This is an optimization exercise on Yosys and OpenROAD, whose aim is small area, a short achievable clock period and few clock cycles per item, not a production implementation.
Function was checked by simulation only, so behaviour that the tests miss may differ from the original.

$ cat flow/run.sh
#!/bin/bash
# synth_recipe.tcl (not shown) runs the flow's synth.tcl, then flattens the netlist and writes it again
# the make line also repeats each setting of config.mk as NAME=value (left out here)
make -C /OpenROAD-flow-scripts/flow DESIGN_CONFIG=/design/flow/config.mk WORK_HOME=/design/flow/orfs CLKGATE_MAP_FILE= SYNTH_SCRIPT=/design/flow/synth_recipe.tcl finish
$ cat flow/config.mk
export PLATFORM = sky130hd
export DESIGN_NAME = line_segment_clipper
export DESIGN_NICKNAME = line_segment_clipper
export VERILOG_FILES = /design/flow/design.v
export SDC_FILE = /design/flow/constraint.sdc
export NUM_CORES = 4
export LEC_CHECK = 0
export CAP_MARGIN = 20
export CORE_MARGIN = 2
export CORE_UTILIZATION = 40
export SLEW_MARGIN = 20
$ cat flow/constraint.sdc
create_clock -name core_clock -period 10.0 [get_ports {clk}]
set_input_delay 2.0000 -clock core_clock [delete_from_list [all_inputs] [get_ports {clk}]]
set_output_delay 2.0000 -clock core_clock [all_outputs]
set_load 0.01 [all_outputs]
$ cat flow/design.v
package lsc_pkg;
	localparam int COORD_BITS = 16;
	localparam int DIV_BITS_PER_STAGE = 2;
	localparam int DIV_STAGES = COORD_BITS / DIV_BITS_PER_STAGE;
	localparam int LANES = 4;
	typedef logic signed [COORD_BITS-1:0] coord_t;
	typedef logic signed [COORD_BITS:0] snum_t;
	typedef logic [COORD_BITS-1:0] mag_t;
	typedef logic [2*COORD_BITS-1:0] prod_t;
	typedef logic signed [2*COORD_BITS+1:0] sprod_t;
	typedef logic signed [COORD_BITS+1:0] wide_t;
	typedef logic [1:0] cfg_idx_t;
	localparam cfg_idx_t REG_LEFT = 2'd0;
	localparam cfg_idx_t REG_RIGHT = 2'd1;
	localparam cfg_idx_t REG_BOTTOM = 2'd2;
	localparam cfg_idx_t REG_TOP = 2'd3;
	localparam coord_t WIN_LEFT_RST = -16'sd100;
	localparam coord_t WIN_RIGHT_RST = 16'sd100;
	localparam coord_t WIN_BOTTOM_RST = -16'sd100;
	localparam coord_t WIN_TOP_RST = 16'sd100;
	typedef struct packed {
		prod_t num;
		mag_t den;
		coord_t base;
		logic neg;
	} div_in_t;
	typedef struct packed {
		mag_t quo;
		logic rem_nz;
		coord_t base;
		logic neg;
	} div_out_t;
endpackage
module lsc_divider (
	input logic clk,
	input logic adv,
	input logic [4*lsc_pkg::COORD_BITS:0] din,
	output logic [2*lsc_pkg::COORD_BITS+1:0] dout
);
	localparam int C = lsc_pkg::COORD_BITS;
	localparam int S = lsc_pkg::DIV_STAGES;
	logic [C-1:0] rem_s [S];
	logic [C-1:0] low_s [S];
	logic [C-1:0] quo_s [S];
	logic [C-1:0] den_s [S];
	logic [C-1:0] base_s [S];
	logic neg_s [S];
	for (genvar g = 0; g < S; g++) begin : g_stage
		logic [C-1:0] rem_i, low_i, quo_i, den_i, base_i;
		logic neg_i;
		logic [C-1:0] rem_o, low_o, quo_o;
		if (g == 0) begin : g_first
			assign rem_i = din[4*C:3*C+1];
			assign low_i = din[3*C:2*C+1];
			assign quo_i = '0;
			assign den_i = din[2*C:C+1];
			assign base_i = din[C:1];
			assign neg_i = din[0];
		end else begin : g_rest
			assign rem_i = rem_s[g-1];
			assign low_i = low_s[g-1];
			assign quo_i = quo_s[g-1];
			assign den_i = den_s[g-1];
			assign base_i = base_s[g-1];
			assign neg_i = neg_s[g-1];
		end
		always_comb begin
			logic [C:0] trial;
			logic fits;
			rem_o = rem_i;
			low_o = low_i;
			quo_o = quo_i;
			for (int i = 0; i < lsc_pkg::DIV_BITS_PER_STAGE; i++) begin
				trial = {rem_o, low_o[C-1]};
				fits = trial >= {1'b0, den_i};
				if (fits) begin
					trial = trial - {1'b0, den_i};
				end
				rem_o = trial[C-1:0];
				low_o = {low_o[C-2:0], 1'b0};
				quo_o = {quo_o[C-2:0], fits};
			end
		end
		always_ff @(posedge clk) begin
			if (adv) begin
				rem_s[g] <= rem_o;
				low_s[g] <= low_o;
				quo_s[g] <= quo_o;
				den_s[g] <= den_i;
				base_s[g] <= base_i;
				neg_s[g] <= neg_i;
			end
		end
	end
	assign dout = {quo_s[S-1], |rem_s[S-1], base_s[S-1], neg_s[S-1]};
endmodule
module line_segment_clipper (
	input logic clk,
	input logic arst_n,
	input logic in_valid,
	output logic in_stall,
	input lsc_pkg::coord_t start_x,
	input lsc_pkg::coord_t start_y,
	input lsc_pkg::coord_t end_x,
	input lsc_pkg::coord_t end_y,
	output logic out_valid,
	input logic out_stall,
	output logic visible,
	output lsc_pkg::coord_t clip_start_x,
	output lsc_pkg::coord_t clip_start_y,
	output lsc_pkg::coord_t clip_end_x,
	output lsc_pkg::coord_t clip_end_y,
	input logic cfg_write,
	input lsc_pkg::cfg_idx_t cfg_index,
	input lsc_pkg::coord_t cfg_data
);
	localparam int C = lsc_pkg::COORD_BITS;
	localparam int LAST = lsc_pkg::DIV_STAGES - 1;
	typedef struct packed {
		lsc_pkg::coord_t x0;
		lsc_pkg::coord_t y0;
		logic xneg;
		logic yneg;
		lsc_pkg::mag_t adx;
		lsc_pkg::mag_t ady;
		logic rej;
	} geo_t;
	typedef struct packed {
		lsc_pkg::mag_t den;
		lsc_pkg::mag_t en;
		lsc_pkg::snum_t ex;
	} axis_t;
	function automatic logic signed [C:0] ext(lsc_pkg::coord_t v);
		ext = {v[C-1], v};
	endfunction
	function automatic logic [3*C:0] clamp_axis(lsc_pkg::mag_t d, lsc_pkg::snum_t en,
		lsc_pkg::snum_t ex);
		axis_t a;
		lsc_pkg::snum_t dn;
		dn = $signed({1'b0, d});
		if (d == '0) begin
			a.den = 16'd1;
			a.en = '0;
			a.ex = 17'sd1;
		end else begin
			a.den = d;
			a.en = en[C] ? '0 : en[C-1:0];
			a.ex = (ex > dn) ? dn : ex;
		end
		clamp_axis = a;
	endfunction
	function automatic logic [C-1:0] finish(lsc_pkg::div_out_t d);
		lsc_pkg::wide_t fl;
		lsc_pkg::wide_t sum;
		fl = {2'b00, d.quo};
		if (d.neg) begin
			fl = -fl - {{(C+1){1'b0}}, d.rem_nz};
		end
		sum = {{2{d.base[C-1]}}, d.base} + fl;
		if (d.rem_nz && sum[C+1]) begin
			sum = sum + 18'sd1;
		end
		finish = sum[C-1:0];
	endfunction
	lsc_pkg::coord_t win_left_q, win_right_q, win_bottom_q, win_top_q;
	always_ff @(posedge clk or negedge arst_n) begin
		if (!arst_n) begin
			win_left_q <= lsc_pkg::WIN_LEFT_RST;
			win_right_q <= lsc_pkg::WIN_RIGHT_RST;
			win_bottom_q <= lsc_pkg::WIN_BOTTOM_RST;
			win_top_q <= lsc_pkg::WIN_TOP_RST;
		end else if (cfg_write) begin
			case (cfg_index)
				lsc_pkg::REG_LEFT: win_left_q <= cfg_data;
				lsc_pkg::REG_RIGHT: win_right_q <= cfg_data;
				lsc_pkg::REG_BOTTOM: win_bottom_q <= cfg_data;
				lsc_pkg::REG_TOP: win_top_q <= cfg_data;
				default: ;
			endcase
		end
	end
	logic adv;
	logic out_valid_q;
	assign adv = !out_valid_q || !out_stall;
	assign in_stall = !adv;
	logic vld_s1, vld_s2, vld_s3, vld_s4, vld_s5, vld_s6;
	logic vld_sdiv [lsc_pkg::DIV_STAGES];
	logic ok_sdiv [lsc_pkg::DIV_STAGES];
	lsc_pkg::snum_t dx_c, dy_c, ndx_c, ndy_c, qxl_c, qxr_c, qyb_c, qyt_c;
	geo_t geo_c;
	lsc_pkg::snum_t enx_c, exx_c, eny_c, exy_c;
	always_comb begin
		dx_c = ext(end_x) - ext(start_x);
		dy_c = ext(end_y) - ext(start_y);
		ndx_c = -dx_c;
		ndy_c = -dy_c;
		qxl_c = ext(start_x) - ext(win_left_q);
		qxr_c = ext(win_right_q) - ext(start_x);
		qyb_c = ext(start_y) - ext(win_bottom_q);
		qyt_c = ext(win_top_q) - ext(start_y);
		geo_c.x0 = start_x;
		geo_c.y0 = start_y;
		geo_c.xneg = dx_c[C];
		geo_c.yneg = dy_c[C];
		geo_c.adx = dx_c[C] ? ndx_c[C-1:0] : dx_c[C-1:0];
		geo_c.ady = dy_c[C] ? ndy_c[C-1:0] : dy_c[C-1:0];
		geo_c.rej = (dx_c == '0 && (qxl_c[C] || qxr_c[C]))
			|| (dy_c == '0 && (qyb_c[C] || qyt_c[C]));
		enx_c = dx_c[C] ? -qxr_c : -qxl_c;
		exx_c = dx_c[C] ? qxl_c : qxr_c;
		eny_c = dy_c[C] ? -qyt_c : -qyb_c;
		exy_c = dy_c[C] ? qyb_c : qyt_c;
	end
	geo_t geo_s1, geo_s2, geo_s3, geo_s4, geo_s5;
	lsc_pkg::snum_t enx_s1, exx_s1, eny_s1, exy_s1;
	axis_t ax_s2, ay_s2, ax_s3, ay_s3;
	lsc_pkg::prod_t pe_x_s3, pe_y_s3;
	lsc_pkg::sprod_t px_x_s3, px_y_s3;
	lsc_pkg::mag_t en_num_s4, en_den_s4, ex_den_s4, en_den_s5, ex_den_s5;
	lsc_pkg::snum_t ex_num_s4;
	lsc_pkg::prod_t cmp_a_s5, pen_x_s5, pen_y_s5, pex_x_s5, pex_y_s5;
	lsc_pkg::sprod_t cmp_b_s5;
	logic ok_s6;
	logic [lsc_pkg::LANES-1:0][4*C:0] lane_s6;
	logic [lsc_pkg::LANES-1:0][2*C+1:0] lane_out;
	always_ff @(posedge clk or negedge arst_n) begin
		if (!arst_n) begin
			vld_s1 <= 1'b0;
			vld_s2 <= 1'b0;
			vld_s3 <= 1'b0;
			vld_s4 <= 1'b0;
			vld_s5 <= 1'b0;
			vld_s6 <= 1'b0;
			out_valid_q <= 1'b0;
			for (int i = 0; i < lsc_pkg::DIV_STAGES; i++) begin
				vld_sdiv[i] <= 1'b0;
			end
		end else if (adv) begin
			vld_s1 <= in_valid;
			vld_s2 <= vld_s1;
			vld_s3 <= vld_s2;
			vld_s4 <= vld_s3;
			vld_s5 <= vld_s4;
			vld_s6 <= vld_s5;
			vld_sdiv[0] <= vld_s6;
			for (int i = 1; i < lsc_pkg::DIV_STAGES; i++) begin
				vld_sdiv[i] <= vld_sdiv[i-1];
			end
			out_valid_q <= vld_sdiv[LAST];
		end
	end
	always_ff @(posedge clk) begin
		if (adv) begin
			geo_s1 <= geo_c;
			enx_s1 <= enx_c;
			exx_s1 <= exx_c;
			eny_s1 <= eny_c;
			exy_s1 <= exy_c;
			geo_s2 <= geo_s1;
			ax_s2 <= clamp_axis(geo_s1.adx, enx_s1, exx_s1);
			ay_s2 <= clamp_axis(geo_s1.ady, eny_s1, exy_s1);
			geo_s3 <= geo_s2;
			ax_s3 <= ax_s2;
			ay_s3 <= ay_s2;
			pe_x_s3 <= {16'b0, ax_s2.en} * {16'b0, ay_s2.den};
			pe_y_s3 <= {16'b0, ay_s2.en} * {16'b0, ax_s2.den};
			px_x_s3 <= $signed({{17{ax_s2.ex[C]}}, ax_s2.ex}) * $signed({18'b0, ay_s2.den});
			px_y_s3 <= $signed({{17{ay_s2.ex[C]}}, ay_s2.ex}) * $signed({18'b0, ax_s2.den});
			geo_s4 <= geo_s3;
			if (pe_x_s3 >= pe_y_s3) begin
				en_num_s4 <= ax_s3.en;
				en_den_s4 <= ax_s3.den;
			end else begin
				en_num_s4 <= ay_s3.en;
				en_den_s4 <= ay_s3.den;
			end
			if (px_x_s3 <= px_y_s3) begin
				ex_num_s4 <= ax_s3.ex;
				ex_den_s4 <= ax_s3.den;
			end else begin
				ex_num_s4 <= ay_s3.ex;
				ex_den_s4 <= ay_s3.den;
			end
			geo_s5 <= geo_s4;
			en_den_s5 <= en_den_s4;
			ex_den_s5 <= ex_den_s4;
			cmp_a_s5 <= {16'b0, en_num_s4} * {16'b0, ex_den_s4};
			cmp_b_s5 <= $signed({{17{ex_num_s4[C]}}, ex_num_s4}) * $signed({18'b0, en_den_s4});
			pen_x_s5 <= {16'b0, en_num_s4} * {16'b0, geo_s4.adx};
			pen_y_s5 <= {16'b0, en_num_s4} * {16'b0, geo_s4.ady};
			pex_x_s5 <= {16'b0, ex_num_s4[C-1:0]} * {16'b0, geo_s4.adx};
			pex_y_s5 <= {16'b0, ex_num_s4[C-1:0]} * {16'b0, geo_s4.ady};
			ok_s6 <= !geo_s5.rej && ($signed({2'b00, cmp_a_s5}) <= cmp_b_s5);
			lane_s6[0] <= {pen_x_s5, en_den_s5, geo_s5.x0, geo_s5.xneg};
			lane_s6[1] <= {pen_y_s5, en_den_s5, geo_s5.y0, geo_s5.yneg};
			lane_s6[2] <= {pex_x_s5, ex_den_s5, geo_s5.x0, geo_s5.xneg};
			lane_s6[3] <= {pex_y_s5, ex_den_s5, geo_s5.y0, geo_s5.yneg};
			ok_sdiv[0] <= ok_s6;
			for (int i = 1; i < lsc_pkg::DIV_STAGES; i++) begin
				ok_sdiv[i] <= ok_sdiv[i-1];
			end
		end
	end
	for (genvar l = 0; l < lsc_pkg::LANES; l++) begin : g_lane
		lsc_divider u_div (
			.clk (clk),
			.adv (adv),
			.din (lane_s6[l]),
			.dout(lane_out[l])
		);
	end
	logic visible_q;
	lsc_pkg::coord_t csx_q, csy_q, cex_q, cey_q;
	always_ff @(posedge clk) begin
		if (adv) begin
			visible_q <= ok_sdiv[LAST];
			csx_q <= ok_sdiv[LAST] ? finish(lane_out[0]) : '0;
			csy_q <= ok_sdiv[LAST] ? finish(lane_out[1]) : '0;
			cex_q <= ok_sdiv[LAST] ? finish(lane_out[2]) : '0;
			cey_q <= ok_sdiv[LAST] ? finish(lane_out[3]) : '0;
		end
	end
	assign out_valid = out_valid_q;
	assign visible = visible_q;
	assign clip_start_x = csx_q;
	assign clip_start_y = csy_q;
	assign clip_end_x = cex_q;
	assign clip_end_y = cey_q;
endmodule
==> run notes <==
-- worst paths after layout --
path / start / depth (start not counted) / end
worst max-delay path: en_num_s4[9]$_DFFE_PN_ / 21 / pen_y_s5[28]$_DFFE_PN_
worst min-delay path: pex_x_s5[21]$_DFFE_PN_ / 0 / lane_s6[184]$_DFFE_PN_
worst max register to register: en_num_s4[9]$_DFFE_PN_ / 21 / pen_y_s5[28]$_DFFE_PN_
worst min register to register: pex_x_s5[21]$_DFFE_PN_ / 0 / lane_s6[184]$_DFFE_PN_
max in group asynchronous: arst_n / 2 / win_right_q[3]$_DFFE_PN0P_
min in group asynchronous: arst_n / 1 / out_valid_q$_DFFE_PN0N_
-- layout make-up --
| cell class | instances | area (um^2) | share of cell area [%] |
|---|---|---|---|
| multi-input combinational | 16800 | 151000 | 54.9 |
| sequential | 2857 | 85400 | 31.0 |
| inverter | 3682 | 13800 | 5.01 |
| tap | 8379 | 10500 | 3.80 |
| clock buffer | 380 | 8470 | 3.07 |
| timing repair buffer | 387 | 3460 | 1.26 |
| clock inverter | 212 | 2430 | 0.882 |
| antenna | 55 | 138 | 0.0499 |
-- registers in the layout, summed over array words and instances, names as in the netlist, 67 cells and up --
signal               count
g_lane.u_div.base_s    256
g_lane.u_div.den_s     224
g_lane.u_div.low_s     224
g_lane.u_div.quo_s     288
g_lane.u_div.rem_s     512
geo_s1                  67
geo_s2                  67
geo_s3                  67
geo_s4                  67
lane_s6                194
-- cells by family after synthesis --
group	synth area share, %
compound gates	9.17
flops	33.7
buf+inv	6.51
mux	4.20
fa+ha+maj	29.8
xor+xnor	4.42
simple gates	12.2
-- metrics by stage --
stage          worst slack [ns]  utilization (%)
6_report                   2.34             43.6
3_3_place_gp               2.43             41.9
4_1_cts                    2.43             43.6
3_5_place_dp               2.45             41.9
2_1_floorplan             -1.37                -
5_1_grt                    1.82             43.6
-- cell usage in the layout, fill, tap and decap left out, types with 55 or more instances in the layout --
| cell type | n |
|---|---|
| a31oi_1 | 114 |
| o21a_1 | 209 |
| o31ai_1 | 77 |
| o41ai_1 | 57 |
| clkinv_1 | 59 |
| clkbuf_16 | 331 |
| buf_4 | 219 |
| or3_1 | 99 |
| fa_1 | 2269 |
| a21oi_1 | 1010 |
| nor2_1 | 1042 |
| ha_1 | 2393 |
| mux2i_1 | 126 |
| a211oi_1 | 120 |
| nand2_1 | 2233 |
| o21bai_1 | 143 |
| nor2b_1 | 226 |
| or2_2 | 86 |
| diode_2 | 55 |
| nand4_1 | 247 |
| a21o_1 | 495 |
| clkdlybuf4s50_1 | 152 |
| and3_1 | 130 |
| mux2_2 | 827 |
| nor4_1 | 114 |
| nor3_1 | 304 |
| xnor2_1 | 930 |
| nand2b_1 | 149 |
| o211ai_1 | 65 |
| and2_1 | 1266 |
| inv_1 | 3677 |
| a21boi_0 | 58 |
| xor2_1 | 345 |
| o21ai_0 | 702 |
| edfxtp_1 | 2778 |
| nand3_1 | 268 |
-- routing by layer --
metal  vias to the layer above  track usage [%]
li1                      81400                -
met5                         -                0
met4                         4             8.93
met2                      4256             33.7
met3                      1055             2.19
met1                     85400             27.0
==> flow_metrics.tcl <==
set metrics [dict create \
    grt_overflow 0 \
    critPathMaxFanout 41 \
    wirelength_mm 653 \
    syn_area_per_cell_um2 10.5 \
    synthDistinctLibCells 115 \
    vias 172000 \
    post_drt_via_cell_ratio 5.26 \
    root_buffer "clkbuf_16" \
    ctsHoldBuffers 0 \
    antenna_found_initial 52 \
    synth_ff_type "edfxtp_1" \
    fin_nets 28800 \
    finalCriticalPeriod_ns 7.66 \
    grt_pass1_vias 176000 \
    status "complete, no violations" \
    rsz0062_at_grt "no" \
    holdCritPathClass "flop to flop" \
    fin_setup_tns_ns 0 \
    drtAntennaViolNets 0 \
    max_stage_delay_ns 0.65 \
    wl_met3_mm 32.5 \
    worstPathArrival_ns 8.49 \
    crit_type "flop to flop" \
    gp_congestion 0.904 \
    drive_above_1_share_pct 7.36 \
    fin_crit_sh_pct 76.6 \
    yosys_warnings 10 \
    grt_max_degree 181 \
    critPathTopFamily "adder cells" \
    wl_per_cell_um 19.9 \
    setup_viol_count_final 0 \
    dpl_cell_area_um2 265000 \
    crit_chain "buf_4, nand2_1, fa_1, fa_1, fa_1, inv_1, ha_1, fa_1, inv_1, fa_1, inv_1, ha_1, a2111oi_0, o21ai_0, nand4_1, a31oi_1, o31a_1, o21ai_0, a31oi_1, or4b_2, nand4b_1" \
    yosysTopAreaCellShare_pct 32.9 \
    grt.total_usage_pct 20.3 \
    final_cells 32700 \
    ys_seq_area_share_pct 33.7 \
    port_buffers 153 \
    netlist_instances 24000 \
    drt-initial-drc-count 12000 \
    clkLatencyLatePin_ns 0.99 \
    ctsResizeCount 0 \
    fin_hold_ws_ns 0.391 \
    ios 154 \
    cts_made_buffers 328 \
    grt_pass1_wl_mm 1020 \
    netlist_top_cells_area "edfxtp_1, fa_1, ha_1" \
    crit_required_ns 10.82 \
    cpMostUsedCell "fa_1" \
    slew_viol_final 0 \
    core_area_um2 632000 \
    post_cts_buffers 0 \
    cts_tree "yes" \
    nFillCells 59300 \
    crit_path_end_kind "flop" \
    chipHeight_um 800 \
    wl_met2_mm 305 \
    r2r_slack_ns 2.34 \
    top_layer "met5" \
    relSlewSlack_pct 21.1 \
    first_pass_iters 8 \
    clk_path_buf_depth 4 \
    num_rows 292 \
    synth_fp_nets 28800 \
    drc_errors 0 \
    hold_viol_final 0 \
    cts.sinks 2857 \
    cap_viol_max_count 0 \
    fp.dieW_um 800 \
    synth_area_leader_cell "edfxtp_1" \
    cts.htree.levels 5 \
    start_kind "flop" \
    tightest_slew_ns 1.18 \
    ys_seq_elements 2857 \
    worst_path_max_delay_cell "or4b_2" \
    fin_area_um2 276000 \
    yosysMostFrequentCell "inv_1" \
    met1Wirelength_mm 283 \
    syn_to_final_growth_pct 8.86 \
    placed_cells 32100 \
    cts.clk_slew.worst_paths_ns 0.06 \
    start_util_pct 40.1 \
    syn-cell-area_um2 253000 \
    async_reset_ff_share_pct 2.77 \
    synth-edff-count 2778 \
    path_buf_inv 4 \
    post-dp-hpwl_mm 501 \
    finalClockSkew_ns 0.0710 \
    fmax_ghz 0.130 \
    die_area_um2 640000 \
    synth_common_cells "inv_1, edfxtp_1, ha_1" \
]
Testbench counts, summed over its fixed seeds: cycles 34,752, segments 33,600.

[afterwards: timing with drivers on the ports]
How much do the figures lean on ideal ports? The routed layout below was timed once more, with nothing changed but the port constraints. Step 1: set_driving_cell puts a clkbuf_16 on clk and a buf_2 on each other input, an assumption about the parent block. Step 2 times the ports against the registers' clock, not the clock port: input delays grow and output delays shrink by t, the midpoint of the rising clock arrivals with the driver on. Slacks: no drivers / after step 1 / after step 2; pairs: no drivers / after step 1.
shift t [ns]: 1.081
setup WS [ns]: 2.337 / 2.337 / 2.337
hold slack, ns: 0.391 / 0.391 / 0.391
worst setup path at the end: register to register
clock arrival spread, ns: 0.088 / 0.089
After both steps setup and hold are still met in this run. The setup slack of this run moves by 0.000 ns with the drivers and by 0.000 ns with both steps.
